Background: an optimization exercise with open tools, aiming at small area, a short achievable clock period and few clock cycles per item. Do not read the settings as production practice. Only simulation tests tie the RTL to the original design; equivalence was not proved. Power is estimated from default activity; no workload was simulated.

==> flow/design.v <==
package lenet_pkg;
    localparam int data_w      = 8;
    localparam int img_size    = 8;
    localparam int fc_in       = 16;
    localparam int num_labels  = 10;
    localparam int num_graphs  = 4;
    localparam int graph_w     = $clog2(num_graphs);
    localparam int img_words   = img_size * img_size;
    localparam int num_macs    = num_labels / 2;
    localparam int frac_bits   = 4;
    localparam int acc_w       = 2 * data_w + $clog2(fc_in) + 1;
    localparam int sat_max     = 2 ** (data_w - 1) - 1;
    localparam int addr_w        = 8;
    localparam int bias_base     = 0;
    localparam int weight_base   = num_labels;
    localparam int input_depth   = num_graphs * img_words;
    localparam int weight_depth  = weight_base + num_labels * fc_in;
    localparam int num_groups    = num_graphs + 3;
endpackage
`timescale 1ns/1ps
import lenet_pkg::*;
module byte_ram
#(
    parameter int depth = 64
)
(
    input  logic                         clk,
    input  logic                         we,
    input  logic [5:0]                   addr,
    input  logic [data_w-1:0]            wdata,
    output logic [depth-1:0][data_w-1:0] mem
);
    for (genvar a = 0; a < depth; a++)
    begin : g_byte
        always_ff @(posedge clk)
            if (we && addr == 6'(a))
                mem[a] <= wdata;
    end
endmodule
`timescale 1ns/1ps
import lenet_pkg::*;
module bank_switch
(
    input  logic                          clk,
    input  logic                          load_we,
    input  logic                          load_bank,
    input  logic [addr_w-1:0]             load_addr,
    input  logic [data_w-1:0]             load_data,
    output logic                          wr_q,
    output logic                          bank_q,
    output logic [addr_w-1:0]             addr_q,
    output logic [data_w-1:0]             data_q,
    output logic [num_groups-1:0]         grp_we,
    output logic [num_groups-1:0][data_w-1:0] grp_data
);
    logic [num_groups-1:0] hit;
    always_comb
    begin
        for (int g = 0; g < num_groups; g++)
            hit[g] = load_we && (load_bank == (g >= num_graphs))
                  && (load_addr[7:6] == 2'(g % num_graphs));
    end
    always_ff @(posedge clk)
    begin
        wr_q   <= load_we;
        bank_q <= load_bank;
        addr_q <= load_addr;
        data_q <= load_data;
        grp_we <= hit;
        for (int g = 0; g < num_groups; g++)
            if (hit[g])
                grp_data[g] <= load_data;
    end
endmodule
`timescale 1ns/1ps
import lenet_pkg::*;
module layer_sequencer
(
    input  logic               clk,
    input  logic               rst,
    input  logic               start,
    input  logic [graph_w-1:0] graph,
    input  logic               wr_q,
    input  logic               bank_q,
    input  logic [addr_w-1:0]  addr_q,
    output logic               stream_v,
    output logic [graph_w-1:0] rd_g,
    output logic [5:0]         rd_cnt,
    output logic               rd_v,
    output logic [5:0]         rd_k,
    output logic               rd_load,
    output logic               done
);
    typedef enum logic [1:0] {st_idle, st_replay, st_wait, st_done} state_t;
    state_t             state;
    logic [2:0]         wait_cnt;
    logic               trk_act, trk_done;
    logic [graph_w-1:0] trk_g;
    logic [5:0]         trk_exp;
    logic               is_img, s_first, s_next, s_last, fast_ok, go;
    logic               replay_end;
    assign is_img   = wr_q && !bank_q;
    assign s_first  = is_img && (addr_q[5:0] == 6'd0);
    assign s_next   = is_img && trk_act && (addr_q == {trk_g, trk_exp});
    assign s_last   = s_next && (addr_q[5:0] == 6'd63);
    assign stream_v = s_first || s_next;
    assign fast_ok  = (graph == trk_g) && ((trk_done && !wr_q) || s_last);
    assign go       = (state == st_idle) && start;
    assign rd_load  = go;
    assign replay_end = (state == st_replay) && (rd_cnt == 6'd63);
    always_ff @(posedge clk)
    begin
        if (rst)
        begin
            trk_act  <= 1'b0;
            trk_done <= 1'b0;
        end
        else if (go && !fast_ok)
        begin
            trk_act  <= 1'b0;
            trk_done <= 1'b0;
        end
        else if (replay_end)
        begin
            trk_done <= 1'b1;
            trk_g    <= rd_g;
        end
        else if (wr_q)
        begin
            if (s_first)
            begin
                trk_act  <= 1'b1;
                trk_done <= 1'b0;
                trk_g    <= addr_q[7:6];
                trk_exp  <= 6'd1;
            end
            else if (s_next)
            begin
                trk_exp <= trk_exp + 6'd1;
                if (s_last)
                begin
                    trk_act  <= 1'b0;
                    trk_done <= 1'b1;
                end
            end
            else
            begin
                trk_act  <= 1'b0;
                trk_done <= 1'b0;
            end
        end
    end
    always_ff @(posedge clk)
    begin
        if (rst)
        begin
            state <= st_idle;
            done  <= 1'b0;
            rd_v  <= 1'b0;
        end
        else
        begin
            rd_v <= 1'b0;
            case (state)
                st_idle:
                    if (start)
                    begin
                        rd_g   <= graph;
                        rd_cnt <= 6'd0;
                        if (fast_ok)
                        begin
                            state    <= st_wait;
                            wait_cnt <= 3'd3;
                        end
                        else
                            state <= st_replay;
                    end
                st_replay:
                begin
                    rd_v   <= 1'b1;
                    rd_k   <= rd_cnt;
                    rd_cnt <= rd_cnt + 6'd1;
                    if (rd_cnt == 6'd63)
                    begin
                        state    <= st_wait;
                        wait_cnt <= 3'd4;
                    end
                end
                st_wait:
                begin
                    if (wait_cnt == 3'd0)
                    begin
                        state <= st_done;
                        done  <= 1'b1;
                    end
                    else
                        wait_cnt <= wait_cnt - 3'd1;
                end
                default:
                    if (!start)
                    begin
                        state <= st_idle;
                        done  <= 1'b0;
                    end
            endcase
        end
    end
endmodule
`timescale 1ns/1ps
import lenet_pkg::*;
module max_pool
(
    input  logic              clk,
    input  logic              in_v,
    input  logic [5:0]        in_k,
    input  logic [data_w-1:0] in_px,
    output logic [data_w-1:0] pooled,
    output logic [data_w:0]   pooled_neg,
    output logic [3:0]        pooled_idx,
    output logic              pooled_v
);
    logic signed [data_w-1:0] prev;
    logic signed [data_w-1:0] line [4];
    logic signed [data_w-1:0] x, d, pair_max, win_max;
    logic                     x_ge_p, x_ge_d, p_ge_d;
    logic                     pair_end, win_end;
    assign x        = $signed(in_px);
    assign d        = line[3];
    assign x_ge_p   = (x >= prev);
    assign x_ge_d   = (x >= d);
    assign p_ge_d   = (prev >= d);
    assign pair_max = x_ge_p ? x : prev;
    assign pair_end = in_v && in_k[0];
    assign win_end  = pair_end && in_k[3];
    always_comb
    begin
        if (x_ge_p && x_ge_d)
            win_max = x;
        else if (!x_ge_p && p_ge_d)
            win_max = prev;
        else
            win_max = d;
    end
    always_ff @(posedge clk)
    begin
        if (in_v)
            prev <= x;
        if (pair_end)
        begin
            line[0] <= pair_max;
            line[1] <= line[0];
            line[2] <= line[1];
            line[3] <= line[2];
        end
        if (win_end)
        begin
            pooled     <= win_max;
            pooled_neg <= -{win_max[data_w-1], win_max};
            pooled_idx <= {in_k[5:4], in_k[2:1]};
        end
        pooled_v <= win_end;
    end
endmodule
`timescale 1ns/1ps
import lenet_pkg::*;
module fc_layer
(
    input  logic                     clk,
    input  logic [data_w-1:0]        x,         
    input  logic [data_w:0]          nx,        
    input  logic [3*data_w/2-1:0]    digits,    
    input  logic                     init,      
    input  logic                     add,       
    input  logic                     hold,      
    input  logic [data_w-1:0]        bias_lo,
    input  logic [data_w-1:0]        bias_hi,
    output logic [data_w-1:0]        score_lo,
    output logic [data_w-1:0]        score_hi
);
    localparam int pp_w   = data_w + 2;
    localparam int half_w = data_w + 4;
    logic signed [pp_w-1:0]   pp [data_w/2];
    logic signed [pp_w-1:0]   xp, xn;
    logic signed [half_w-1:0] half_a, half_b;
    assign xp = {{2{x[data_w-1]}}, x};
    assign xn = {nx[data_w], nx};
    always_comb
    begin
        for (int j = 0; j < data_w / 2; j++)
        begin
            logic neg, two, one;
            {neg, two, one} = digits[3*j +: 3];
            pp[j] = '0;
            if (one)
                pp[j] = neg ? xn : xp;
            else if (two)
                pp[j] = neg ? (xn <<< 1) : (xp <<< 1);
        end
    end
    assign half_a = half_w'(pp[0]) + (half_w'(pp[1]) <<< 2);
    assign half_b = half_w'(pp[2]) + (half_w'(pp[3]) <<< 2);
    logic signed [half_w-1:0] a_q, b_q;
    always_ff @(posedge clk)
    begin
        a_q <= half_a;
        b_q <= half_b;
    end
    logic signed [acc_w-1:0] acc_a, acc_b, sum;
    logic [acc_w-1:0] op_a, op_b, cs_s, cs_c;
    assign op_a = acc_w'(a_q);
    assign op_b = acc_w'(b_q) <<< 4;
    assign cs_s = acc_b ^ op_a ^ op_b;
    assign cs_c = ((acc_b & op_a) | (acc_b & op_b) | (op_a & op_b)) << 1;
    assign sum  = cs_s + cs_c;
    always_ff @(posedge clk)
    begin
        if (init)
        begin
            acc_a <= acc_w'($signed({bias_hi, 4'b0}));
            acc_b <= acc_w'($signed({bias_lo, 4'b0}));
        end
        else if (add)
        begin
            acc_a <= sum;
            acc_b <= acc_a;
        end
    end
    logic [data_w-1:0] clamp_lo, clamp_hi;
    result_gather u_clamp_lo (.acc(acc_b), .score(clamp_lo));
    result_gather u_clamp_hi (.acc(acc_a), .score(clamp_hi));
    always_ff @(posedge clk)
    begin
        if (!hold)
        begin
            score_lo <= clamp_lo;
            score_hi <= clamp_hi;
        end
    end
endmodule
`timescale 1ns/1ps
import lenet_pkg::*;
module result_gather
(
    input  logic signed [acc_w-1:0] acc,
    output logic [data_w-1:0]       score
);
    always_comb
    begin
        if (acc[acc_w-1])
            score = '0;
        else if (|acc[acc_w-2:frac_bits+data_w-1])
            score = data_w'(sat_max);
        else
            score = acc[frac_bits+data_w-1:frac_bits];
    end
endmodule
`timescale 1ns/1ps
import lenet_pkg::*;
module lenet_top
(
    input  logic               clk,
    input  logic               rst,
    input  logic               start,
    input  logic [graph_w-1:0] graph,
    input  logic               load_we,
    input  logic               load_bank,
    input  logic [addr_w-1:0]  load_addr,
    input  logic [data_w-1:0]  load_data,
    output logic [num_labels*data_w-1:0] result,
    output logic               done
);
    logic                          wr_q, bank_q;
    logic [addr_w-1:0]             addr_q;
    logic [data_w-1:0]             data_q;
    logic [num_groups-1:0]         grp_we;
    logic [num_groups-1:0][data_w-1:0] grp_data;
    bank_switch u_load (
        .clk(clk), .load_we(load_we), .load_bank(load_bank),
        .load_addr(load_addr), .load_data(load_data),
        .wr_q(wr_q), .bank_q(bank_q), .addr_q(addr_q), .data_q(data_q),
        .grp_we(grp_we), .grp_data(grp_data)
    );
    logic [input_depth-1:0][data_w-1:0]  img;
    logic [weight_depth-1:0][data_w-1:0] wt;
    logic [num_groups*64-1:0][data_w-1:0] gmem;
    for (genvar g = 0; g < num_groups; g++)
    begin : g_ram
        byte_ram #(.depth(g < num_groups - 1 ? 64 : weight_depth - 128)) u_ram (
            .clk(clk), .we(grp_we[g]), .addr(addr_q[5:0]), .wdata(grp_data[g]),
            .mem(gmem[64*g +: (g < num_groups - 1 ? 64 : weight_depth - 128)])
        );
    end
    assign img = gmem[0 +: input_depth];
    assign wt  = gmem[input_depth +: weight_depth];
    logic               stream_v, rd_v;
    logic [graph_w-1:0] rd_g;
    logic [5:0]         rd_cnt, rd_k;
    logic               rd_load;
    layer_sequencer u_sequencer (
        .clk(clk), .rst(rst), .start(start), .graph(graph),
        .wr_q(wr_q), .bank_q(bank_q), .addr_q(addr_q),
        .stream_v(stream_v), .rd_g(rd_g), .rd_cnt(rd_cnt),
        .rd_v(rd_v), .rd_k(rd_k), .rd_load(rd_load), .done(done)
    );
    logic [data_w-1:0]       rd_px;
    logic [15:0]             rd_col, rd_row;
    logic [15:0][data_w-1:0] rd_part;
    logic [data_w-1:0]       rd_sel;
    always_comb
    begin
        for (int b = 0; b < 16; b++)
        begin
            rd_part[b] = '0;
            for (int a = 0; a < 16; a++)
                rd_part[b] = rd_part[b] | (img[16 * b + a] & {data_w{rd_col[a]}});
        end
        rd_sel = '0;
        for (int b = 0; b < 16; b++)
            rd_sel = rd_sel | (rd_part[b] & {data_w{rd_row[b]}});
    end
    always_ff @(posedge clk)
    begin
        rd_px <= rd_sel;
        if (rd_load)
        begin
            rd_col <= 16'd1;
            rd_row <= 16'(1) << {graph, 2'b00};
        end
        else
        begin
            rd_col <= {rd_col[14:0], rd_col[15]};
            if (rd_col[15])
                rd_row <= {rd_row[14:0], rd_row[15]};
        end
    end
    logic              feed_v;
    logic [5:0]        feed_k;
    logic [data_w-1:0] feed_px;
    assign feed_v  = stream_v || rd_v;
    assign feed_k  = rd_v ? rd_k : addr_q[5:0];
    assign feed_px = rd_v ? rd_px : data_q;
    logic [data_w-1:0] pooled;
    logic [data_w:0]   pooled_neg;
    logic [3:0]        pooled_idx;
    logic              pooled_v;
    max_pool u_max_pool (
        .clk(clk), .in_v(feed_v), .in_k(feed_k), .in_px(feed_px),
        .pooled(pooled), .pooled_neg(pooled_neg), .pooled_idx(pooled_idx), .pooled_v(pooled_v)
    );
    logic                               win_end;
    logic [2*fc_in-1:0]                 wsel;
    logic [num_macs-1:0][data_w-1:0]    w_sel;
    logic [num_macs-1:0][3*data_w/2-1:0] digits;
    logic                               hi_phase, add, add_lo, hold, init;
    assign win_end = feed_v && feed_k[0] && feed_k[3];
    always_ff @(posedge clk)
    begin
        if (feed_v && feed_k == 6'd0)
            wsel <= (2*fc_in)'(1);
        else if (win_end || hi_phase)
            wsel <= {wsel[2*fc_in-2:0], wsel[2*fc_in-1]};
        hi_phase <= win_end;
    end
    always_comb
    begin
        for (int j = 0; j < num_macs; j++)
        begin
            w_sel[j] = '0;
            for (int i = 0; i < fc_in; i++)
                w_sel[j] = w_sel[j]
                         | (wt[weight_base + fc_in * j + i] & {data_w{wsel[2*i]}})
                         | (wt[weight_base + fc_in * (j + num_macs) + i] & {data_w{wsel[2*i+1]}});
        end
    end
    always_ff @(posedge clk)
    begin
        for (int j = 0; j < num_macs; j++)
        begin
            for (int d = 0; d < data_w / 2; d++)
            begin
                logic b2, b1, b0;
                b2 = w_sel[j][2*d+1];
                b1 = w_sel[j][2*d];
                b0 = (d == 0) ? 1'b0 : w_sel[j][2*d-1];
                digits[j][3*d+2] <= b2 && !(b1 && b0);
                digits[j][3*d+1] <= (b2 && !b1 && !b0) || (!b2 && b1 && b0);
                digits[j][3*d]   <= b1 ^ b0;
            end
        end
        add_lo <= pooled_v;
        add    <= pooled_v || add_lo;
        hold   <= add_lo;
        init <= feed_v && feed_k == 6'd8;
    end
    for (genvar j = 0; j < num_macs; j++)
    begin : g_mac
        fc_layer u_fc (
            .clk(clk), .x(pooled), .nx(pooled_neg), .digits(digits[j]),
            .init(init), .add(add), .hold(hold),
            .bias_lo(wt[bias_base + j]), .bias_hi(wt[bias_base + j + num_macs]),
            .score_lo(result[data_w*j +: data_w]),
            .score_hi(result[data_w*(j+num_macs) +: data_w])
        );
    end
endmodule
==> flow/run.sh <==
#!/bin/bash
# synth_recipe.tcl (not shown) runs the flow's synth.tcl, then flattens the netlist and writes it again
# the make line also repeats each setting of config.mk as NAME=value (left out here)
make -C /OpenROAD-flow-scripts/flow DESIGN_CONFIG=/design/flow/config.mk WORK_HOME=/design/flow/orfs CLKGATE_MAP_FILE= SYNTH_SCRIPT=/design/flow/synth_recipe.tcl finish
==> flow/config.mk <==
export PLATFORM = sky130hd
export DESIGN_NAME = lenet_top
export DESIGN_NICKNAME = lenet_top
export VERILOG_FILES = /design/flow/design.v
export SDC_FILE = /design/flow/constraint.sdc
export NUM_CORES = 4
export LEC_CHECK = 0
export CAP_MARGIN = 20
export CORE_MARGIN = 2
export CORE_UTILIZATION = 40
export SETUP_SLACK_MARGIN = 4
export SLEW_MARGIN = 20
==> flow/constraint.sdc <==
create_clock -name core_clock -period 7.0 [get_ports {clk}]
set_input_delay 1.4000 -clock core_clock [delete_from_list [all_inputs] [get_ports {clk}]]
set_output_delay 1.4000 -clock core_clock [all_outputs]
set_load 0.01 [all_outputs]
==> results of run 1 <==
==> path summary, 6_finish.rpt <==
path	end	slack [ps]	cells past startpoint
max reg2reg	g_mac[3].u_fc.acc_a[20]$_DFFE_PP_	3710	15
min reg2reg	hold$_DFF_P_	360	0
max	g_mac[3].u_fc.acc_a[20]$_DFFE_PP_	3710	15
min	hold$_DFF_P_	360	0
==> kinds of logic after synthesis <==
kind of cell,Yosys count,synth area share [%]
flip-flops,4123,74.9
AO/OA/AOI/OAI,2670,12.2
AND/OR/NAND/NOR,1672,5.51
buffers and inverters,779,1.92
adder cells (fa/ha/maj),333,3.03
XOR/XNOR,219,1.19
multiplexers,192,1.23
other,1,0.00233
==> stage by stage <==
step           util (%)  std cells  area (um^2)  power [mW]
4_1_cts            45.8      15900       184000        61.8
2_1_floorplan         -       9998       161000        35.4
3_5_place_dp       42.0      15100       169000        39.1
5_1_grt            46.4      16100       187000        64.7
3_3_place_gp       42.0      15100       169000        38.8
6_report           46.4      16100       187000        62.8
==> flip-flops by register name, summed over array words and instances, names as in the netlist, 7 cells and up <==
register               cells
u_max_pool.pooled_neg      9
u_load.grp_data           56
g_mac.u_fc.score_lo       40
u_load.data_q              8
g_ram.u_ram.mem         3408
wsel                      32
rd_px                      8
g_mac.u_fc.a_q            60
g_mac.u_fc.acc_b         105
u_load.addr_q              8
digits                    60
u_max_pool.pooled          7
rd_row                    16
g_mac.u_fc.score_hi       40
u_load.grp_we              7
rd_col                    16
u_max_pool.line           32
g_mac.u_fc.acc_a         105
g_mac.u_fc.b_q            60
u_max_pool.prev            8
==> cell type report <==
cell class                      count  area [um^2]  area share, %
Inverter                          209          798          0.428
Multi-Input combinational cell   5101        39600           21.2
Timing Repair Buffer              554         5160           2.76
Clock inverter                    243         2450           1.31
Clock buffer                      520        11000           5.88
Antenna cell                       80          200          0.107
Sequential cell                  4123       121000           64.7
Tap cell                         5287         6620           3.54
==> critical path, stage by stage, from the launching register on <==
cell	delay [ps]
edfxtp_1	450
fa_1	500
ha_4	290
buf_4	120
o21a_1	180
nor2_4	70
nor2_4	140
and3_4	210
a221oi_4	80
buf_4	150
o21ai_2	160
o21ai_2	70
buf_4	130
buf_4	120
buf_4	120
a211o_1	240
==> layout by cell type, fill, tap and decap left out, types with 228 or more instances in the layout <==
cell type / Yosys / layout
edfxtp_1: 3811 / 3811
a22oi_1: 797 / 784
a221oi_1: 462 / 450
a22o_1: 450 / 450
clkbuf_16: 0 / 431
and2_1: 467 / 422
buf_4: 27 / 350
nand2_1: 280 / 276
dfxtp_1: 312 / 235
nand4_1: 228 / 228
==> per-layer routing <==
metal | global-route usage [%] | vias up
met4 | 12.4 | 50
met3 | 6.34 | 1414
met2 | 39.8 | 7170
li1 | - | 41000
met1 | 34.0 | 51600
met5 | 0 | -
==> where the power goes <==
| part | internal (mW) | switching [mW] | total [mW] | leakage (nW) |
|---|---|---|---|---|
| logic | 4.82 | 7.21 | 12.0 | 17.8 |
| registers | 27.6 | 0.971 | 28.6 | 37.0 |
| clock network | 12.6 | 9.61 | 22.2 | 6.53 |
| total | 45.0 | 17.8 | 62.8 | 61.4 |
==> timing repair <==
| item | in CTS | in global routing |
|---|---|---|
| hold endpoints to repair | 0 | 0 |
| buffers inserted | 95 | 79 |
| pin swaps | 137 | 157 |
| gates cloned | 2 | 14 |
| setup endpoints to repair | 1298 | 971 |
| gates resized for setup | 611 | 318 |
==> impl_metrics.json, run 1 <==
{
  "hold_slack_ps": 358,
  "syn2layout_area_growth_pct": 15.8,
  "tns_ps": 0,
  "ys_seq_elements": 4123,
  "hold_path.startpoint": "add_lo$_DFF_P_",
  "die-area_mm2": 0.408,
  "clock_skew_ps": 87.3,
  "die-height_um": 639,
  "cts_buffers": 411,
  "wl_per_cell_um": 34.2,
  "cp_data_required_time_ps": 7720,
  "grt_setup_unrepaired": "yes",
  "setup_viol_count_final": 0,
  "core_area_mm2": 0.402,
  "end_kind": "flip-flop",
  "holdCritPathClass": "flip-flop to flip-flop",
  "track_usage_pct": 25.7,
  "hold_viol": 0,
  "postRouteAntennaNets": 0,
  "root_buffer": "clkbuf_16",
  "initial_core_util_pct": 40.1,
  "hold_buffers": 0,
  "ios": 104,
  "crit_path_start": "g_mac[3].u_fc.acc_b[8]$_DFFE_PP_",
  "wl_met2_um": 250000,
  "worst_slack_ps": 3710,
  "drive_gt1_share_pct": 15.7,
  "grt_pass1_wl_um": 748000,
  "portBuffers": 103,
  "grt_antenna_before_repair": 76,
  "routabilityCongestion": 0.912,
  "cts_tree": "done",
  "yosys_warnings": 10,
  "dpl.hpwl_um": 327000,
  "async_flop_share_pct": 0,
  "crit_arrival_ps": 4010,
  "drt_iter0_drc": 15300,
  "grt_pass1_vias": 96200,
  "synth_common_cells": "edfxtp_1 (3,811), a22oi_1 (797), and2_1 (467)",
  "worst_slew_pin_slew_ps": 1210,
  "first_pass_iters": 6,
  "fmax_ghz": 0.304,
  "status": "complete, no violations",
  "path_clk_slew_ps": 60,
  "layout.nets": 10800,
  "fillers": 33900,
  "routed_wl_um": 552000,
  "post-route-min-period_ps": 3290,
  "relSlewSlack_pct": 19.3,
  "slew_violations": 0,
  "clockBufferDepth": 4,
  "synthCells": 9989,
  "fp-row-count": 233,
  "crit_path_max_fanout": 4,
  "synth_edf_count": 3811,
  "highest_layer": "met5",
  "cts.sinks": 4123,
  "synth.most_common_cell": "edfxtp_1",
  "die_w_um": 639,
  "via_per_inst": 6.28,
  "dpl_worst_slack_ps": 2910,
  "timing.final.crit_share_pct": 47.0,
  "syn_area_per_cell_um2": 16.1,
  "grt_max_degree": 82,
  "powerDensity_mw_per_mm2": 337,
  "leakagePower_nw": 61.4,
  "maxCapViolations": 0,
  "synthDistinctLibCells": 77,
  "wl_met3_um": 68800,
  "timing.rr.start": "g_mac[3].u_fc.acc_b[8]$_DFFE_PP_",
  "yosysSeqAreaShare_pct": 74.9,
  "yosys.area.top_type": "edfxtp_1",
  "wl_met1_um": 203000,
  "vias": 101000,
  "peakVddDrop_v": 0.000229,
  "htree_num_levels": 5,
  "synth_ff_type": "edfxtp_1",
  "synth_top_cell_area_share_pct": 71.0,
  "critPathLaunchType": "flip-flop",
  "drc": 0,
  "syn_area_mm2": 0.161,
  "overflow": 0,
  "path_class": "flip-flop to flip-flop",
  "clk_latency_ps": 1020,
  "synth_area_leaders": "edfxtp_1 (71%), dfxtp_1 (3.9%), a22oi_1 (3.7%)"
}
Testbench counts, summed over its fixed seeds: cycles 13,440, inferences 192.
==> run 2: changes to the inputs <==
--- a/flow/design.v
+++ b/flow/design.v
@@ -8,7 +8,7 @@
     localparam int img_words   = img_size * img_size;
     localparam int num_macs    = num_labels / 2;
     localparam int frac_bits   = 4;
-    localparam int acc_w       = 2 * data_w + $clog2(fc_in) + 1;
+    localparam int acc_w       = 2 * data_w + $clog2(fc_in);
     localparam int sat_max     = 2 ** (data_w - 1) - 1;
     localparam int addr_w        = 8;
     localparam int bias_base     = 0;
@@ -26,14 +26,15 @@
 (
     input  logic                         clk,
     input  logic                         we,
-    input  logic [5:0]                   addr,
+    input  logic [7:0]                   addr_lo,
+    input  logic [7:0]                   addr_hi,
     input  logic [data_w-1:0]            wdata,
     output logic [depth-1:0][data_w-1:0] mem
 );
     for (genvar a = 0; a < depth; a++)
     begin : g_byte
         always_ff @(posedge clk)
-            if (we && addr == 6'(a))
+            if (we && addr_lo[a % 8] && addr_hi[a / 8])
                 mem[a] <= wdata;
     end
 endmodule
@@ -41,17 +42,15 @@
 import lenet_pkg::*;
 module bank_switch
 (
-    input  logic                          clk,
-    input  logic                          load_we,
-    input  logic                          load_bank,
-    input  logic [addr_w-1:0]             load_addr,
-    input  logic [data_w-1:0]             load_data,
-    output logic                          wr_q,
-    output logic                          bank_q,
-    output logic [addr_w-1:0]             addr_q,
-    output logic [data_w-1:0]             data_q,
-    output logic [num_groups-1:0]         grp_we,
-    output logic [num_groups-1:0][data_w-1:0] grp_data
+    input  logic                              clk,
+    input  logic                              load_we,
+    input  logic                              load_bank,
+    input  logic [addr_w-1:0]                 load_addr,
+    input  logic [data_w-1:0]                 load_data,
+    output logic [num_groups-1:0]             grp_we,
+    output logic [num_groups-1:0][data_w-1:0] grp_data,
+    output logic [7:0]                        addr_lo,
+    output logic [7:0]                        addr_hi
 );
     logic [num_groups-1:0] hit;
     always_comb
@@ -62,11 +61,9 @@
     end
     always_ff @(posedge clk)
     begin
-        wr_q   <= load_we;
-        bank_q <= load_bank;
-        addr_q <= load_addr;
-        data_q <= load_data;
-        grp_we <= hit;
+        grp_we  <= hit;
+        addr_lo <= 8'(1) << load_addr[2:0];
+        addr_hi <= 8'(1) << load_addr[5:3];
         for (int g = 0; g < num_groups; g++)
             if (hit[g])
                 grp_data[g] <= load_data;
@@ -80,9 +77,9 @@
     input  logic               rst,
     input  logic               start,
     input  logic [graph_w-1:0] graph,
-    input  logic               wr_q,
-    input  logic               bank_q,
-    input  logic [addr_w-1:0]  addr_q,
+    input  logic               load_we,
+    input  logic               load_bank,
+    input  logic [addr_w-1:0]  load_addr,
     output logic               stream_v,
     output logic [graph_w-1:0] rd_g,
     output logic [5:0]         rd_cnt,
@@ -99,12 +96,12 @@
     logic [5:0]         trk_exp;
     logic               is_img, s_first, s_next, s_last, fast_ok, go;
     logic               replay_end;
-    assign is_img   = wr_q && !bank_q;
-    assign s_first  = is_img && (addr_q[5:0] == 6'd0);
-    assign s_next   = is_img && trk_act && (addr_q == {trk_g, trk_exp});
-    assign s_last   = s_next && (addr_q[5:0] == 6'd63);
+    assign is_img   = load_we && !load_bank;
+    assign s_first  = is_img && (load_addr[5:0] == 6'd0);
+    assign s_next   = is_img && trk_act && (load_addr == {trk_g, trk_exp});
+    assign s_last   = s_next && (load_addr[5:0] == 6'd63);
     assign stream_v = s_first || s_next;
-    assign fast_ok  = (graph == trk_g) && ((trk_done && !wr_q) || s_last);
+    assign fast_ok  = (graph == trk_g) && trk_done;
     assign go       = (state == st_idle) && start;
     assign rd_load  = go;
     assign replay_end = (state == st_replay) && (rd_cnt == 6'd63);
@@ -125,13 +122,13 @@
             trk_done <= 1'b1;
             trk_g    <= rd_g;
         end
-        else if (wr_q)
+        else if (load_we)
         begin
             if (s_first)
             begin
                 trk_act  <= 1'b1;
                 trk_done <= 1'b0;
-                trk_g    <= addr_q[7:6];
+                trk_g    <= load_addr[7:6];
                 trk_exp  <= 6'd1;
             end
             else if (s_next)
@@ -183,7 +180,7 @@
                     if (rd_cnt == 6'd63)
                     begin
                         state    <= st_wait;
-                        wait_cnt <= 3'd4;
+                        wait_cnt <= 3'd5;
                     end
                 end
                 st_wait:
@@ -222,6 +219,7 @@
     logic signed [data_w-1:0] prev;
     logic signed [data_w-1:0] line [4];
     logic signed [data_w-1:0] x, d, pair_max, win_max;
+    logic signed [data_w:0]   x_neg, prev_neg, d_neg, win_neg;
     logic                     x_ge_p, x_ge_d, p_ge_d;
     logic                     pair_end, win_end;
     assign x        = $signed(in_px);
@@ -232,30 +230,44 @@
     assign pair_max = x_ge_p ? x : prev;
     assign pair_end = in_v && in_k[0];
     assign win_end  = pair_end && in_k[3];
+    assign x_neg = -{x[data_w-1], x};
     always_comb
     begin
         if (x_ge_p && x_ge_d)
+        begin
             win_max = x;
+            win_neg = x_neg;
+        end
         else if (!x_ge_p && p_ge_d)
+        begin
             win_max = prev;
+            win_neg = prev_neg;
+        end
         else
+        begin
             win_max = d;
+            win_neg = d_neg;
+        end
     end
     always_ff @(posedge clk)
     begin
         if (in_v)
-            prev <= x;
+        begin
+            prev     <= x;
+            prev_neg <= x_neg;
+        end
         if (pair_end)
         begin
             line[0] <= pair_max;
             line[1] <= line[0];
             line[2] <= line[1];
             line[3] <= line[2];
+            d_neg   <= -{line[2][data_w-1], line[2]};
         end
         if (win_end)
         begin
             pooled     <= win_max;
-            pooled_neg <= -{win_max[data_w-1], win_max};
+            pooled_neg <= win_neg;
             pooled_idx <= {in_k[5:4], in_k[2:1]};
         end
         pooled_v <= win_end;
@@ -305,13 +317,12 @@
         a_q <= half_a;
         b_q <= half_b;
     end
+    localparam int prod_w = 2 * data_w;
+    logic signed [prod_w-1:0] p_q;
+    always_ff @(posedge clk)
+        p_q <= prod_w'(a_q) + (prod_w'(b_q) <<< 4);
     logic signed [acc_w-1:0] acc_a, acc_b, sum;
-    logic [acc_w-1:0] op_a, op_b, cs_s, cs_c;
-    assign op_a = acc_w'(a_q);
-    assign op_b = acc_w'(b_q) <<< 4;
-    assign cs_s = acc_b ^ op_a ^ op_b;
-    assign cs_c = ((acc_b & op_a) | (acc_b & op_b) | (op_a & op_b)) << 1;
-    assign sum  = cs_s + cs_c;
+    assign sum = acc_b + acc_w'(p_q);
     always_ff @(posedge clk)
     begin
         if (init)
@@ -369,16 +380,13 @@
     output logic [num_labels*data_w-1:0] result,
     output logic               done
 );
-    logic                          wr_q, bank_q;
-    logic [addr_w-1:0]             addr_q;
-    logic [data_w-1:0]             data_q;
-    logic [num_groups-1:0]         grp_we;
+    logic [num_groups-1:0]             grp_we;
     logic [num_groups-1:0][data_w-1:0] grp_data;
+    logic [7:0]                        addr_lo, addr_hi;
     bank_switch u_load (
         .clk(clk), .load_we(load_we), .load_bank(load_bank),
         .load_addr(load_addr), .load_data(load_data),
-        .wr_q(wr_q), .bank_q(bank_q), .addr_q(addr_q), .data_q(data_q),
-        .grp_we(grp_we), .grp_data(grp_data)
+        .grp_we(grp_we), .grp_data(grp_data), .addr_lo(addr_lo), .addr_hi(addr_hi)
     );
     logic [input_depth-1:0][data_w-1:0]  img;
     logic [weight_depth-1:0][data_w-1:0] wt;
@@ -386,7 +394,8 @@
     for (genvar g = 0; g < num_groups; g++)
     begin : g_ram
         byte_ram #(.depth(g < num_groups - 1 ? 64 : weight_depth - 128)) u_ram (
-            .clk(clk), .we(grp_we[g]), .addr(addr_q[5:0]), .wdata(grp_data[g]),
+            .clk(clk), .we(grp_we[g]), .addr_lo(addr_lo), .addr_hi(addr_hi),
+            .wdata(grp_data[g]),
             .mem(gmem[64*g +: (g < num_groups - 1 ? 64 : weight_depth - 128)])
         );
     end
@@ -398,7 +407,7 @@
     logic               rd_load;
     layer_sequencer u_sequencer (
         .clk(clk), .rst(rst), .start(start), .graph(graph),
-        .wr_q(wr_q), .bank_q(bank_q), .addr_q(addr_q),
+        .load_we(load_we), .load_bank(load_bank), .load_addr(load_addr),
         .stream_v(stream_v), .rd_g(rd_g), .rd_cnt(rd_cnt),
         .rd_v(rd_v), .rd_k(rd_k), .rd_load(rd_load), .done(done)
     );
@@ -437,8 +446,8 @@
     logic [5:0]        feed_k;
     logic [data_w-1:0] feed_px;
     assign feed_v  = stream_v || rd_v;
-    assign feed_k  = rd_v ? rd_k : addr_q[5:0];
-    assign feed_px = rd_v ? rd_px : data_q;
+    assign feed_k  = rd_v ? rd_k : load_addr[5:0];
+    assign feed_px = rd_v ? rd_px : load_data;
     logic [data_w-1:0] pooled;
     logic [data_w:0]   pooled_neg;
     logic [3:0]        pooled_idx;
@@ -451,7 +460,8 @@
     logic [2*fc_in-1:0]                 wsel;
     logic [num_macs-1:0][data_w-1:0]    w_sel;
     logic [num_macs-1:0][3*data_w/2-1:0] digits;
-    logic                               hi_phase, add, add_lo, hold, init;
+    logic                               hi_phase, add, hold, init;
+    logic                               pv1, pv2;
     assign win_end = feed_v && feed_k[0] && feed_k[3];
     always_ff @(posedge clk)
     begin
@@ -487,9 +497,10 @@
                 digits[j][3*d]   <= b1 ^ b0;
             end
         end
-        add_lo <= pooled_v;
-        add    <= pooled_v || add_lo;
-        hold   <= add_lo;
+        pv1  <= pooled_v;
+        pv2  <= pv1;
+        add  <= pv1 || pv2;
+        hold <= pv2;
         init <= feed_v && feed_k == 6'd8;
     end
     for (genvar j = 0; j < num_macs; j++)
==> run 2 against run 1 <==
First-iteration DRC count fell by 6.1%. Synthesized cell count rose by 5.5%. Routed wire length fell by 5.0%. Global-route usage fell by 1.6 points. Maximum frequency rose by 8.1%. Non-clock buffer count fell by 166. Synthesized area rose by 2.0%. Die area rose by 2.0%. Setup slack improved by 250 ps. Critical endpoint is now g_ram[4].u_ram.mem[89]$_DFFE_PP_. Largest power group unchanged.
==> impl_metrics.json, run 2 <==
{
  "synth_top_family_by_area": "compound AO/OA/AOI/OAI gates",
  "synth_area_leaders": "edfxtp_1 (70%), dfxtp_1 (4.8%), a22oi_1 (3.8%)",
  "initial_core_util_pct": 40.2,
  "crit_path_max_fanout": 32,
  "maxCapViolations": 0,
  "path_class": "flip-flop to flip-flop",
  "core_area_mm2": 0.409,
  "synth-compound-area-share_pct": 12.2,
  "clockBufferDepth": 4,
  "synthDistinctLibCells": 75,
  "yosys_warnings": 10,
  "root_buffer": "clkbuf_16",
  "hold_viol": 0,
  "end_kind": "flip-flop",
  "cts_tree": "done",
  "slew_violations": 0,
  "async_flop_share_pct": 0,
  "leakagePower_nw": 63.3,
  "largest_reg_flops": 3408,
  "cp_data_required_time_ps": 7580,
  "synth_common_cells": "edfxtp_1 (3,817), a22oi_1 (833), clkbuf_1 (514)",
  "top_register": "g_ram.u_ram.mem",
  "reg_top3": "g_ram.u_ram.mem x3408, g_mac.u_fc.acc_a x100, g_mac.u_fc.acc_b x100",
  "routabilityCongestion": 0.870,
  "worst_slew_pin_slew_ps": 1240,
  "synth_xor_area_share_pct": 1.20,
  "drc": 0,
  "synth_ff_type": "edfxtp_1",
  "cts.sinks": 4208,
  "fp-row-count": 235,
  "dpl.hpwl_um": 301000,
  "yosys.area.top_type": "edfxtp_1",
  "grt_antenna_before_repair": 52,
  "grt_pass1_vias": 99200,
  "portBuffers": 103,
  "drive_gt1_share_pct": 11.9,
  "routed_wl_um": 524000,
  "clock_skew_ps": 121,
  "die_w_um": 645,
  "die-area_mm2": 0.416,
  "ios": 104,
  "path_clk_slew_ps": 70,
  "first_pass_iters": 7,
  "ys_seq_elements": 4208,
  "grt_max_degree": 94,
  "wl_per_cell_um": 31.7,
  "timing.final.crit_share_pct": 43.5,
  "power_mw": 61.5,
  "layout_common_cells": "edfxtp_1 (3,817), a22oi_1 (830), and3_1 (447)",
  "synthSimpleGateAreaFrac_pct": 6.35,
  "overflow": 0,
  "via_per_inst": 6.25,
  "cts_buffers": 412,
  "status": "complete, no violations",
  "crit_arrival_ps": 3620,
  "synth-adder-area-share_pct": 2.33,
  "layout.nets": 11000,
  "powerDensity_mw_per_mm2": 329,
  "setup_viol_count_final": 0,
  "synth.most_common_cell": "edfxtp_1",
  "htree_num_levels": 5,
  "synthMuxAreaShare_pct": 1.33,
  "clk_latency_ps": 1040,
  "post-route-min-period_ps": 3040,
  "die-height_um": 645,
  "synthCells": 10500,
  "peakVddDrop_v": 0.000215,
  "relSlewSlack_pct": 17.6,
  "vias": 103000,
  "synth_edf_count": 3817,
  "holdCritPathClass": "flip-flop to flip-flop",
  "postRouteAntennaNets": 0,
  "grt_pass1_wl_um": 729000,
  "synth_top_cell_area_share_pct": 69.7,
  "fmax_ghz": 0.329,
  "critPathLaunchType": "flip-flop",
  "syn_area_mm2": 0.164,
  "grt_setup_unrepaired": "yes",
  "track_usage_pct": 24.1,
  "syn_area_per_cell_um2": 15.6,
  "final_common_cell": "edfxtp_1",
  "hold_buffers": 0,
  "yosysSeqAreaShare_pct": 74.5,
  "drt_iter0_drc": 14400,
  "tns_ps": 0,
  "syn2layout_area_growth_pct": 13.6
}
## run 2: cell types whose count changed in the layout (fill, tap and decap cells not counted), sizes merged, moves of 45 or more
cell / previous run / this run
dfxtp: 312 / 391
mux2: 49 / 94
nor3: 43 / 115
fa: 95 / 20
nor2: 280 / 366
a21oi: 320 / 237
o22ai: 93 / 36
o21ai: 282 / 359
and2: 469 / 46
and3: 10 / 447
buf: 501 / 349
## run 2: kinds of logic after synthesis
family | after synthesis
DFF | 4208
AOI/OAI and AO/OA | 2709
and+or+nand+nor | 1987
buffers and inverters | 908
adders and majority gates | 294
xor gates and xnor gates | 226
muxes | 207
other | 1
## run 2: cell type report
class | instances | area (um^2)
inverters | 225 | 852
flip-flops and latches | 4208 | 123000
fillers | 35100 | 223000
diodes | 64 | 160
well taps | 5451 | 6820
repair buffers | 388 | 3550
clock buffers | 516 | 11100
clock inverters | 240 | 2340
repair inverters | 1 | 5.00
multi-input cells | 5437 | 39300
## run 2: metrics by stage
step / setup slack [ps] / utilization (%) / hold WS (ps) / instances / cell area (um^2)
floorplan: 3430 / - / 310 / 10500 / 165000
global placement: 1920 / 41.9 / 314 / 15600 / 172000
detailed placement: 1940 / 41.9 / 312 / 15600 / 172000
CTS: 4000 / 45.4 / 326 / 16400 / 186000
global route: 3870 / 45.6 / 328 / 16500 / 187000
finish: 3960 / 45.6 / 326 / 16500 / 187000
## run 2: layer usage
layer  wire length (um)  track usage, %  vias up
met5                 49               0        -
met4              22100            9.18        8
met3              66600            5.97     1190
met2             237000            37.7     7203
met1             199000            32.5    52200
li1                   -               -    42700
## run 2: timing repair
item / in CTS / in global routing
setup buffers: 51 / 31
resized for setup: 419 / 163
gates cloned: 8 / 4
setup endpoints to repair: 267 / 166
pin swaps: 32 / 62
## run 2: path summary, 6_finish.rpt
path	startpoint	end	slack, ps	depth (start not counted)
min reg2reg	g_mac[4].u_fc.a_q[3]$_DFF_P_	g_mac[4].u_fc.p_q[3]$_DFF_P_	330	0
max	u_load.addr_hi[1]$_SDFF_PP0_	g_ram[4].u_ram.mem[89]$_DFFE_PP_	3960	2
max reg2reg	u_load.addr_hi[1]$_SDFF_PP0_	g_ram[4].u_ram.mem[89]$_DFFE_PP_	3960	2
min	g_mac[4].u_fc.a_q[3]$_DFF_P_	g_mac[4].u_fc.p_q[3]$_DFF_P_	330	0
## run 2: power by group
part           switching [mW]  leakage (nW)  total (mW)  internal [mW]
Combinational            6.31          19.0        9.90           3.59
Sequential               1.12          37.8        29.4           28.2
Clock                    9.60          6.54        22.2           12.6
Total                    17.0          63.3        61.5           44.4
## run 2: critical path: stages, from the launching register on
cell	delay, ps
dfxtp_2	1130
buf_4	650
and3_1	780
Testbench counts of run 2, summed over its fixed seeds: cycles 13,440, inferences 192.
==> run 3: changes to the inputs <==
--- a/flow/design.v
+++ b/flow/design.v
@@ -283,7 +283,6 @@
     input  logic [3*data_w/2-1:0]    digits,    
     input  logic                     init,      
     input  logic                     add,       
-    input  logic                     hold,      
     input  logic [data_w-1:0]        bias_lo,
     input  logic [data_w-1:0]        bias_hi,
     output logic [data_w-1:0]        score_lo,
@@ -341,11 +340,8 @@
     result_gather u_clamp_hi (.acc(acc_a), .score(clamp_hi));
     always_ff @(posedge clk)
     begin
-        if (!hold)
-        begin
-            score_lo <= clamp_lo;
-            score_hi <= clamp_hi;
-        end
+        score_lo <= clamp_lo;
+        score_hi <= clamp_hi;
     end
 endmodule
 `timescale 1ns/1ps
@@ -460,7 +456,7 @@
     logic [2*fc_in-1:0]                 wsel;
     logic [num_macs-1:0][data_w-1:0]    w_sel;
     logic [num_macs-1:0][3*data_w/2-1:0] digits;
-    logic                               hi_phase, add, hold, init;
+    logic                               hi_phase, add, init;
     logic                               pv1, pv2;
     assign win_end = feed_v && feed_k[0] && feed_k[3];
     always_ff @(posedge clk)
@@ -500,14 +496,13 @@
         pv1  <= pooled_v;
         pv2  <= pv1;
         add  <= pv1 || pv2;
-        hold <= pv2;
         init <= feed_v && feed_k == 6'd8;
     end
     for (genvar j = 0; j < num_macs; j++)
     begin : g_mac
         fc_layer u_fc (
             .clk(clk), .x(pooled), .nx(pooled_neg), .digits(digits[j]),
-            .init(init), .add(add), .hold(hold),
+            .init(init), .add(add),
             .bias_lo(wt[bias_base + j]), .bias_hi(wt[bias_base + j + num_macs]),
             .score_lo(result[data_w*j +: data_w]),
             .score_hi(result[data_w*(j+num_macs) +: data_w])
--- a/flow/config.mk
+++ b/flow/config.mk
@@ -8,5 +8,7 @@
 export CAP_MARGIN = 20
 export CORE_MARGIN = 2
 export CORE_UTILIZATION = 40
+export CTS_CLUSTER_DIAMETER = 100
+export CTS_CLUSTER_SIZE = 20
 export SETUP_SLACK_MARGIN = 4
 export SLEW_MARGIN = 20
==> run 3 against run 2 <==
Clock skew increased by 48 ps. Clock-buffer cell count fell by 169. Sequential share of layout area grew 2.6 points. Critical path depth rose by 6. Synthesized cell count decreased by 1.5%. Critical path type unchanged. Final cell count fell by 4.0%. First-iteration DRC count decreased by 4.9%. Via count down 4.0%.
==> impl_metrics.json, run 3 <==
{
  "core_area_mm2": 0.406,
  "layout.nets": 10600,
  "initial_core_util_pct": 40.2,
  "grt_pass1_wl_um": 715000,
  "cp_top_family": "compound AO/OA/AOI/OAI gates",
  "synth.most_common_cell": "edfxtp_1",
  "status": "complete, no violations",
  "dpl_worst_slack_ps": 1870,
  "yosys.area.top_type": "edfxtp_1",
  "cts_buffers": 239,
  "worst_slew_pin_slew_ps": 1160,
  "final_common_cell": "edfxtp_1",
  "dpl.hpwl_um": 301000,
  "synthCells": 10400,
  "first_pass_iters": 6,
  "portBuffers": 103,
  "crit_path_max_fanout": 81,
  "drc": 0,
  "relSlewSlack_pct": 22.7,
  "drive_gt1_share_pct": 8.93,
  "stdcell_count": 15900,
  "routed_wl_um": 510000,
  "peakVddDrop_v": 0.000320,
  "holdCritPathClass": "flip-flop to flip-flop",
  "die-height_um": 642,
  "cts_tree": "done",
  "yosys_warnings": 10,
  "via_per_inst": 6.25,
  "critPathLaunchType": "flip-flop",
  "tns_ps": 0,
  "timing.final.crit_share_pct": 43.7,
  "min_to": "add$_DFF_P_",
  "crit_arrival_ps": 3940,
  "grt_max_degree": 90,
  "wl_per_cell_um": 32.1,
  "ys_seq_elements": 4207,
  "ios": 104,
  "fp-row-count": 234,
  "slew_violations": 0,
  "syn_area_mm2": 0.163,
  "slowest_delay_ps": 460,
  "ff2ff_path_depth": 8,
  "yosysSeqAreaShare_pct": 74.6,
  "synth_common_cells": "edfxtp_1 (3,737), a22oi_1 (835), clkbuf_1 (537)",
  "die-area_mm2": 0.413,
  "cts.sinks": 4207,
  "finish.utilization_pct": 43.9,
  "overflow": 0,
  "postRouteAntennaNets": 0,
  "synth_top_cell_area_share_pct": 68.8,
  "dp_cells": 15400,
  "leakagePower_nw": 59.1,
  "reg2reg_slack_ps": 3940,
  "grt_setup_unrepaired": "yes",
  "async_flop_share_pct": 0,
  "cp_data_required_time_ps": 7880,
  "reg_top3": "g_ram.u_ram.mem x3408, g_mac.u_fc.acc_a x100, g_mac.u_fc.acc_b x100",
  "syn_area_per_cell_um2": 15.7,
  "fillers": 35400,
  "drt_iter0_drc": 13700,
  "grt_antenna_before_repair": 49,
  "worst_slack_ps": 3940,
  "die_w_um": 642,
  "timing.rr.start": "rd_col[13]$_SDFF_PP0_",
  "syn2layout_area_growth_pct": 9.43,
  "crit_buf_inv": 1,
  "fmax_ghz": 0.327,
  "track_usage_pct": 23.7,
  "vias": 99200,
  "crit_path_cell_trace": "buf_12 > a22o_1 > a221oi_4 > nand4_1 > a22o_2 > a221oi_4 > nand4_1 > nand4b_1",
  "routabilityCongestion": 0.865,
  "path_class": "flip-flop to flip-flop",
  "synth_area_leaders": "edfxtp_1 (69%), dfxtp_1 (5.8%), a22oi_1 (3.8%)",
  "grt_pass1_vias": 96300,
  "maxCapViolations": 0,
  "r2r-end": "rd_px[2]$_DFF_P_",
  "hold_path.startpoint": "pv2$_DFF_P_",
  "setup_viol_count_final": 0,
  "end_kind": "flip-flop",
  "root_buffer": "clkbuf_16",
  "layout_common_cells": "edfxtp_1 (3,737), a22oi_1 (829), a22o_1 (468)",
  "htree_num_levels": 4,
  "clockBufferDepth": 4,
  "path_clk_slew_ps": 90,
  "synth_edf_count": 3737,
  "largest_reg_flops": 3408,
  "min_path_cells": 1,
  "clock_skew_ps": 169,
  "synthDistinctLibCells": 83,
  "post-route-min-period_ps": 3060,
  "top_register": "g_ram.u_ram.mem",
  "powerDensity_mw_per_mm2": 302,
  "hold_viol": 0,
  "synth_ff_type": "edfxtp_1",
  "slowest_stage": "dfxtp_4",
  "clk_latency_ps": 1040
}
[run 3: changes by cell type after synthesis, sizes merged, moves of 21 or more]
| cell | change |
|---|---|
| clkbuf | +23 |
| a22o | +25 |
| edfxtp | -80 |
| inv | -60 |
| nand2 | -81 |
| nor3 | +30 |
| dfxtp | +79 |
| xnor2 | +22 |
| buf | -25 |
| o21ai | -47 |
| o22ai | +21 |
[run 3: through the flow]
stage               hold slack (ps)  power [mW]  instance area, um^2
CTS                             290        53.7               178000
global placement                313        39.1               170000
detailed placement              312        39.2               170000
finish                          304        53.9               178000
floorplan                       310        35.5               163000
global route                    304        55.7               178000
[run 3: worst max path at each step]
stage,start,end,slack (ps),cells past startpoint
floorplan,load_addr[1],u_max_pool.d_neg[1]$_DFFE_PP_,3230,5
global placement,load_data[0],u_max_pool.pooled[6]$_DFFE_PP_,1760,11
detailed placement,load_data[0],u_max_pool.pooled_neg[0]$_DFFE_PP_,1870,11
CTS,u_sequencer.done$_SDFFE_PP0P_,done,3940,1
global route,u_max_pool.pooled_neg[1]$_DFFE_PP_,g_mac[1].u_fc.b_q[10]$_DFF_P_,3930,14
finish,rd_col[13]$_SDFF_PP0_,rd_px[2]$_DFF_P_,3940,8
[run 3: report_power, final]
group	internal [mW]	switching, mW
combinational	3.68	6.29
sequential	28.1	1.14
clock	6.52	8.16
total	38.3	15.6
[run 3: cell type report]
class	count	area (um^2)	share of cell area, %
Inverter	171	642	0.360
Sequential cell	4207	122000	68.3
Multi-Input combinational cell	5333	39100	21.9
Clock buffer	347	6500	3.64
Timing Repair Buffer	346	3180	1.78
Clock inverter	23	364	0.204
Antenna cell	19	47.5	0.0266
Tap cell	5428	6790	3.81
[run 3: cells by family after synthesis]
family | after synthesis | share of synthesized area, %
buffers and inverters | 852 | 2.00
XOR/XNOR | 244 | 1.31
flip-flops | 4207 | 74.6
AND/OR/NAND/NOR | 1906 | 6.24
other | 1 | 0.00230
multiplexers | 213 | 1.37
AO/OA/AOI/OAI | 2663 | 12.1
adder cells (fa/ha/maj) | 294 | 2.35
[run 3: metal layers]
layer	global-route usage [%]	wire (um)
met1	30.7	190000
met2	38.9	239000
met3	4.51	52500
met4	10.7	27200
met5	0	78
[run 3: what timing repair did]
| action | CTS | global route |
|---|---|---|
| hold endpoints to repair | 0 | 0 |
| cloned | 5 | 1 |
| pin swaps | 23 | 56 |
| gates resized for setup | 373 | 157 |
| hold buffers | 0 | 0 |
| setup endpoints to repair | 240 | 151 |
| buffers inserted | 21 | 33 |
Testbench counts of run 3, summed over its fixed seeds: cycles 13,440, inferences 192.
==> run 4: changes to the inputs <==
--- a/flow/design.v
+++ b/flow/design.v
@@ -408,9 +408,10 @@
         .rd_v(rd_v), .rd_k(rd_k), .rd_load(rd_load), .done(done)
     );
     logic [data_w-1:0]       rd_px;
+    logic [1:0][data_w-1:0]  rd_half;
     logic [15:0]             rd_col, rd_row;
     logic [15:0][data_w-1:0] rd_part;
-    logic [data_w-1:0]       rd_sel;
+    logic [1:0][data_w-1:0]  rd_sel;
     always_comb
     begin
         for (int b = 0; b < 16; b++)
@@ -421,11 +422,11 @@
         end
         rd_sel = '0;
         for (int b = 0; b < 16; b++)
-            rd_sel = rd_sel | (rd_part[b] & {data_w{rd_row[b]}});
+            rd_sel[b / 8] = rd_sel[b / 8] | (rd_part[b] & {data_w{rd_row[b]}});
     end
     always_ff @(posedge clk)
     begin
-        rd_px <= rd_sel;
+        rd_half <= rd_sel;
         if (rd_load)
         begin
             rd_col <= 16'd1;
@@ -443,6 +444,7 @@
     logic [data_w-1:0] feed_px;
     assign feed_v  = stream_v || rd_v;
     assign feed_k  = rd_v ? rd_k : load_addr[5:0];
+    assign rd_px   = rd_half[0] | rd_half[1];
     assign feed_px = rd_v ? rd_px : load_data;
     logic [data_w-1:0] pooled;
     logic [data_w:0]   pooled_neg;
--- a/flow/config.mk
+++ b/flow/config.mk
@@ -10,5 +10,5 @@
 export CORE_UTILIZATION = 40
 export CTS_CLUSTER_DIAMETER = 100
 export CTS_CLUSTER_SIZE = 20
-export SETUP_SLACK_MARGIN = 4
+export SETUP_SLACK_MARGIN = 4.15
 export SLEW_MARGIN = 20
==> run 4 against run 3 <==
Clock-buffer cell count up 41. Sequential cell count rose by 8. Synthesized cell count is 0.14% higher. Clock power about the same. Sequential share of layout area decreased by 0.41 points. Die area increased by 0.97%. Still clean. Highest routed layer unchanged.
==> impl_metrics.json, run 4 <==
{
  "maxCapViolations": 0,
  "path_class": "flip-flop to flip-flop",
  "async_flop_share_pct": 0,
  "hold_buffers": 0,
  "grt_max_degree": 97,
  "leakagePower_nw": 59.0,
  "slowest_stage": "nor4_2",
  "cp_data_required_time_ps": 7760,
  "root_buffer": "clkbuf_16",
  "routed_wl_um": 506000,
  "busiest_layer": "met2",
  "syn2layout_area_growth_pct": 9.19,
  "cts_buffers": 233,
  "cts.sinks": 4215,
  "powerDensity_mw_per_mm2": 295,
  "layout.nets": 10700,
  "syn_area_per_cell_um2": 15.8,
  "crit_path_start": "wsel[5]$_SDFFE_PP0P_",
  "grtUsageMet1_pct": 32.1,
  "synth_edf_count": 3737,
  "grt_antenna_before_repair": 42,
  "fillers": 35700,
  "die_w_um": 646,
  "synthSimpleGateAreaFrac_pct": 6.47,
  "clock_skew_ps": 100,
  "crit_cells": 6,
  "synth.most_common_cell": "edfxtp_1",
  "crit_path_cell_trace": "buf_4 > a22oi_1 > nand4_1 > nor4_2 > nand3b_1 > o21ai_1",
  "clk_latency_ps": 990,
  "grt_pass1_wl_um": 709000,
  "setup_viol_count_final": 0,
  "portBuffers": 103,
  "syn_area_mm2": 0.165,
  "layout_common_cells": "edfxtp_1 (3,737), a22oi_1 (692), a22o_1 (553)",
  "crit_path_max_fanout": 24,
  "tns_ps": 0,
  "path_clk_slew_ps": 80,
  "hold_viol": 0,
  "vias": 100000,
  "yosys.area.top_type": "edfxtp_1",
  "crit_arrival_ps": 3690,
  "power_mw": 53.1,
  "regArea_mm2": 0.122,
  "synthCells": 10400,
  "ff2ff_path_depth": 6,
  "synth-compound-area-share_pct": 12.3,
  "fmax_ghz": 0.342,
  "synth_top_cell_area_share_pct": 68.2,
  "routabilityCongestion": 0.876,
  "holdCritPathClass": "flip-flop to flip-flop",
  "die-area_mm2": 0.417,
  "synth_common_cells": "edfxtp_1 (3,737), a22oi_1 (706), a22o_1 (553)",
  "slew_violations": 0,
  "first_pass_iters": 8,
  "synth_top_family_by_area": "compound AO/OA/AOI/OAI gates",
  "final_common_cell": "edfxtp_1",
  "status": "complete, no violations",
  "yosys_warnings": 10,
  "cp_top_family": "simple AND/OR/NAND/NOR gates",
  "dpl_cell_area_mm2": 0.171,
  "synth_xor_area_share_pct": 1.15,
  "fp-row-count": 235,
  "die-height_um": 646,
  "synthDistinctLibCells": 99,
  "timing.final.crit_share_pct": 41.8,
  "dpl.hpwl_um": 292000,
  "clockBufferDepth": 4,
  "drc": 0,
  "synth_area_leaders": "edfxtp_1 (68%), dfxtp_1 (5.8%), a22oi_1 (3.2%)",
  "yosysSeqAreaShare_pct": 74.0,
  "multi_input_area_mm2": 0.0401,
  "crit_buf_inv": 1,
  "synth_ff_type": "edfxtp_1",
  "ys_seq_elements": 4215,
  "overflow": 0,
  "wl_per_cell_um": 31.5,
  "dp_cells": 15500,
  "relSlewSlack_pct": 19.1,
  "top_register": "g_ram.u_ram.mem",
  "r2r-end": "digits[28]$_DFF_P_",
  "track_usage_pct": 23.3,
  "initial_core_util_pct": 40.2,
  "critPathLaunchType": "flip-flop",
  "peakVddDrop_v": 0.000342,
  "via_per_inst": 6.25,
  "stdcell_count": 16000,
  "grt_pass1_vias": 96100,
  "grt_setup_unrepaired": "yes",
  "postRouteAntennaNets": 0,
  "timing.rr.start": "wsel[5]$_SDFFE_PP0P_",
  "drive_gt1_share_pct": 10.1,
  "post-route-min-period_ps": 2930,
  "end_kind": "flip-flop",
  "reg2reg_slack_ps": 4070,
  "core_area_mm2": 0.410,
  "worst_slew_pin_slew_ps": 1210,
  "globalRouteMet2Util_pct": 37.2,
  "ios": 104,
  "drt_iter0_drc": 14500,
  "synthMuxAreaShare_pct": 1.48,
  "reg_top3": "g_ram.u_ram.mem x3408, g_mac.u_fc.acc_a x100, g_mac.u_fc.acc_b x100",
  "fin_area_mm2": 0.180,
  "cts_tree": "done",
  "slowest_delay_ps": 890,
  "met3_usage_pct": 4.78,
  "hold_slack_ps": 309,
  "crit_end": "digits[28]$_DFF_P_",
  "largest_reg_flops": 3408,
  "htree_num_levels": 4,
  "synth-adder-area-share_pct": 2.33
}
==> run 4: cell types whose count changed after synthesis, moves of 30 or more <==
cell      change
nand4_1      +78
clkbuf_1     -47
nand3_1     -139
a221oi_1     +65
o21ai_1      -41
clkbuf_8     +50
xnor2_1      -36
a22o_1       +84
nor2_2       +30
a22oi_1     -129
buf_1        -32
nor4_1       +41
==> run 4: worst min path at each step <==
stage                                                from                            to  depth (start not counted)
final                     g_mac[3].u_fc.a_q[0]$_SDFF_PN0_  g_mac[3].u_fc.p_q[0]$_DFF_P_                          0
after CTS                 g_mac[3].u_fc.a_q[0]$_SDFF_PN0_  g_mac[3].u_fc.p_q[0]$_DFF_P_                          0
after global placement       g_mac[2].u_fc.a_q[3]$_DFF_P_  g_mac[2].u_fc.p_q[3]$_DFF_P_                          0
after floorplan           g_mac[0].u_fc.a_q[0]$_SDFF_PN0_  g_mac[0].u_fc.p_q[0]$_DFF_P_                          0
after global routing         g_mac[2].u_fc.a_q[1]$_DFF_P_  g_mac[2].u_fc.p_q[1]$_DFF_P_                          0
after detailed placement  g_mac[4].u_fc.a_q[0]$_SDFF_PN0_  g_mac[4].u_fc.p_q[0]$_DFF_P_                          0
==> run 4: power by group <==
group	switching, mW	internal, mW
clock network	8.05	6.31
logic	5.86	3.61
registers	1.14	28.1
total	15.1	38.1
==> run 4: cell families after synthesis <==
logic type               count (synthesis)
flip-flops                            4215
AO/OA/AOI/OAI                         2667
AND/OR/NAND/NOR                       1940
buffers and inverters                  830
adder cells (fa/ha/maj)                294
multiplexers                           233
XOR/XNOR                               215
other                                    1
==> run 4: final cells by class <==
class | count | share of cell area [%]
multi-input cells | 5360 | 22.3
clock buffers | 388 | 3.58
clock inverters | 12 | 0.0884
flip-flops and latches | 4215 | 67.9
inverters | 154 | 0.326
repair buffers | 391 | 1.96
well taps | 5451 | 3.79
diodes | 56 | 0.0779
==> run 4: layer usage <==
layer  up-vias  part of all wire, %
li1      41900                    -
met1     51100                   39
met2      6305                   46
met3       935                   12
met4        10                  3.1
met5         -                0.014
==> run 4: timing repair <==
action	4_1_cts	5_1_grt
gates cloned	3	4
pin swaps	36	62
setup endpoints to repair	306	228
resized for setup	549	156
setup buffers	55	33
==> run 4: through the flow <==
stage	utilization, %	setup WS [ps]
2_1_floorplan	-	3430
3_3_place_gp	41.8	1650
3_5_place_dp	41.8	1650
4_1_cts	43.6	4020
5_1_grt	43.8	4020
6_report	43.9	4070
Testbench counts of run 4, summed over its fixed seeds: cycles 13,440, inferences 192.
==> run 5: changes to the inputs <==
--- a/flow/config.mk
+++ b/flow/config.mk
@@ -10,5 +10,5 @@
 export CORE_UTILIZATION = 40
 export CTS_CLUSTER_DIAMETER = 100
 export CTS_CLUSTER_SIZE = 20
-export SETUP_SLACK_MARGIN = 4.15
+export SETUP_SLACK_MARGIN = 4.3
 export SLEW_MARGIN = 20
==> run 5 against run 4 <==
Still clean. Final area grew 1.8%. Utilization grew 0.81 points. Setup slack lost 8.8 ps. First-iteration DRC count grew 3.8%. Clock-buffer cell count shrank 2. Worst hold slack gained 21 ps. Non-clock buffer count grew 150. Die area is the same. Register-to-register slack gained 30 ps. Combinational power grew 11%. Sequential share of layout area shrank 1.2 points. Largest cell class unchanged.
==> impl_metrics.json, run 5 <==
{
  "status": "complete, no violations",
  "track_usage_pct": 23.8,
  "clk_latency_ps": 1000,
  "setup_viol_count_final": 0,
  "ios": 104,
  "fillers": 35300,
  "synth_edf_count": 3737,
  "swShare_pct": 28.6,
  "grt_setup_unrepaired": "yes",
  "critPathLaunchType": "flip-flop",
  "htree_num_levels": 4,
  "grt_pass1_vias": 96900,
  "synthDistinctLibCells": 99,
  "dp_cells": 15500,
  "postRouteAntennaNets": 0,
  "hold_slack_ps": 329,
  "crit_arrival_ps": 1530,
  "post-route-min-period_ps": 2930,
  "relSlewSlack_pct": 21.0,
  "timing.final.crit_share_pct": 41.9,
  "grt_max_degree": 89,
  "p_sw_mw": 15.5,
  "internal-power_mw": 38.6,
  "path_class": "flip-flop to primary output",
  "peakVddDrop_v": 0.000248,
  "yosysSeqAreaShare_pct": 74.0,
  "holdCritPathClass": "flip-flop to flip-flop",
  "hold_buffers": 0,
  "core_area_mm2": 0.410,
  "drive_gt1_share_pct": 13.3,
  "vias": 102000,
  "grt_pass1_wl_um": 722000,
  "cp_data_required_time_ps": 5600,
  "powerDensity_mw_per_mm2": 296,
  "drt_iter0_drc": 15000,
  "leakagePower_nw": 60.4,
  "slowest_delay_ps": 410,
  "reg_top3": "g_ram.u_ram.mem x3408, g_mac.u_fc.acc_a x100, g_mac.u_fc.acc_b x100",
  "finish.utilization_pct": 44.7,
  "slew_violations": 0,
  "wl_per_cell_um": 32.1,
  "top_register": "g_ram.u_ram.mem",
  "clockBufferDepth": 4,
  "synth_area_leaders": "edfxtp_1 (68%), dfxtp_1 (5.8%), a22oi_1 (3.2%)",
  "crit_buf_inv": 1,
  "synthCells": 10400,
  "path_clk_slew_ps": 90,
  "drc": 0,
  "slowest_stage": "dfxtp_4",
  "layout_common_cells": "edfxtp_1 (3,737), a22oi_1 (668), a22o_1 (553)",
  "maxCapViolations": 0,
  "synth_top_cell_area_share_pct": 68.2,
  "worst_slew_pin_slew_ps": 1190,
  "largest_reg_flops": 3408,
  "overflow": 0,
  "synth.most_common_cell": "edfxtp_1",
  "initial_core_util_pct": 40.2,
  "tns_ps": 0,
  "root_buffer": "clkbuf_16",
  "ys_seq_elements": 4215,
  "synth_common_cells": "edfxtp_1 (3,737), a22oi_1 (706), a22o_1 (553)",
  "cts.sinks": 4215,
  "syn_area_per_cell_um2": 15.8,
  "cts_tree": "done",
  "clock_skew_ps": 107,
  "via_per_inst": 6.30,
  "grt_antenna_before_repair": 52,
  "cp_top_family": "flip-flops",
  "first_pass_iters": 6,
  "seq_power_share_pct": 53.9,
  "stdcell_count": 16200,
  "portBuffers": 103,
  "clkPwrFrac_pct": 26.6,
  "die-area_mm2": 0.417,
  "end_kind": "primary output",
  "routabilityCongestion": 0.862,
  "crit_path_max_fanout": 2,
  "die_w_um": 646,
  "async_flop_share_pct": 0,
  "syn2layout_area_growth_pct": 11.2,
  "synth_ff_type": "edfxtp_1",
  "cts_buffers": 234,
  "combPwrFrac_pct": 19.4,
  "final_common_cell": "edfxtp_1",
  "die-height_um": 646,
  "dpl.hpwl_um": 292000,
  "fp-row-count": 235,
  "syn_area_mm2": 0.165,
  "yosys_warnings": 10,
  "crit_path_cell_trace": "buf_6",
  "layout.nets": 10800,
  "fmax_ghz": 0.341,
  "dpl_cell_area_mm2": 0.171,
  "hold_viol": 0,
  "fin_area_mm2": 0.183,
  "routed_wl_um": 519000,
  "yosys.area.top_type": "edfxtp_1"
}
-- run 5: cell counts after synthesis --
Identical to the previous run, type by type.
-- run 5: layout make-up --
type	instances	area [um^2]	share of cell area (%)
multi-input combinational	5365	41400	22.6
tap	5451	6820	3.73
clock inverter	15	135	0.0738
clock buffer	386	6490	3.54
inverter	154	593	0.324
timing repair buffer	541	5530	3.02
antenna	43	108	0.0588
sequential	4215	122000	66.7
-- run 5: through the flow --
step	setup WS [ps]	power [mW]
floorplan	3440	35.2
finish	4070	54.1
global placement	1540	38.4
global route	4010	55.8
detailed placement	1510	38.6
CTS	3990	53.4
-- run 5: worst paths after layout --
path                                                      end  slack (ps)                          startpoint  cells after the start
worst max-delay path                                     done        4070       u_sequencer.done$_SDFFE_PP0P_                      1
worst min-delay path             g_mac[1].u_fc.p_q[0]$_DFF_P_         330     g_mac[1].u_fc.a_q[0]$_SDFF_PN0_                      0
worst max register to register  g_mac[0].u_fc.a_q[10]$_DFF_P_        4100  u_max_pool.pooled_neg[1]$_DFFE_PP_                     16
worst min register to register   g_mac[1].u_fc.p_q[0]$_DFF_P_         330     g_mac[1].u_fc.a_q[0]$_SDFF_PN0_                      0
-- run 5: power groups by stage --
stage / clock network (mW) / logic, mW / registers, mW
3_3_place_gp: 0 / 8.70 / 29.7
4_1_cts: 14.5 / 9.67 / 29.2
6_report: 14.4 / 10.5 / 29.2
2_1_floorplan: 0 / 6.16 / 29.1
5_1_grt: 15.3 / 11.2 / 29.3
3_5_place_dp: 0 / 8.82 / 29.8
-- run 5: logic make-up (layout without fill, tap and decap cells) --
logic type	after synthesis	after routing	synth area share, %
AO/OA/AOI/OAI	2667	2670	12.3
XOR/XNOR	215	215	1.15
adder cells (fa/ha/maj)	294	294	2.33
buffers and inverters	830	1096	2.34
flip-flops	4215	4215	74.0
multiplexers	233	233	1.48
other	1	53	0.00228
AND/OR/NAND/NOR	1940	1943	6.47
-- run 5: routing by layer --
metal  global-route usage, %  share of wire, %
met4                    8.06               3.6
met2                    37.5                46
met3                    4.25                11
met5                       0            0.0050
met1                    33.3                39
-- run 5: timing repair --
action / CTS / global route
pin swaps: 132 / 155
gates resized for setup: 782 / 316
setup buffers: 134 / 80
endpoints found under the setup margin: 613 / 379
cloned: 20 / 7

## port drivers added, routing unchanged
The flow's constraints put no driver on any port. The routed layouts listed below were extracted and timed again, unchanged, in two steps.
Step 1 assumes that a clkbuf_16 drives the clock port and a buf_2 every other input.
Step 2 also shifts input and output timing later by t, the mid clock arrival at the registers, as if the neighbouring blocks saw the same clock.
Three values: ideal, step 1, step 2; two values: the first two.
run	shift t [ns]	setup WS [ns]	worst slew at a driven data input, ns
run 1	1.080	3.708 / 3.708 / 3.242	0.17
run 2	1.098	3.956 / 3.950 / 2.852	0.37
run 3	1.078	3.939 / 3.871 / 2.958	0.27
run 4	1.058	4.074 / 3.986 / 3.009	0.34
run 5	1.066	4.065 / 3.956 / 3.126	0.39
After both steps setup and hold are still met in every run listed. For run 2, which loses most, drivers alone change the setup slack by -0.006 ns; drivers and shift together by -1.104 ns.
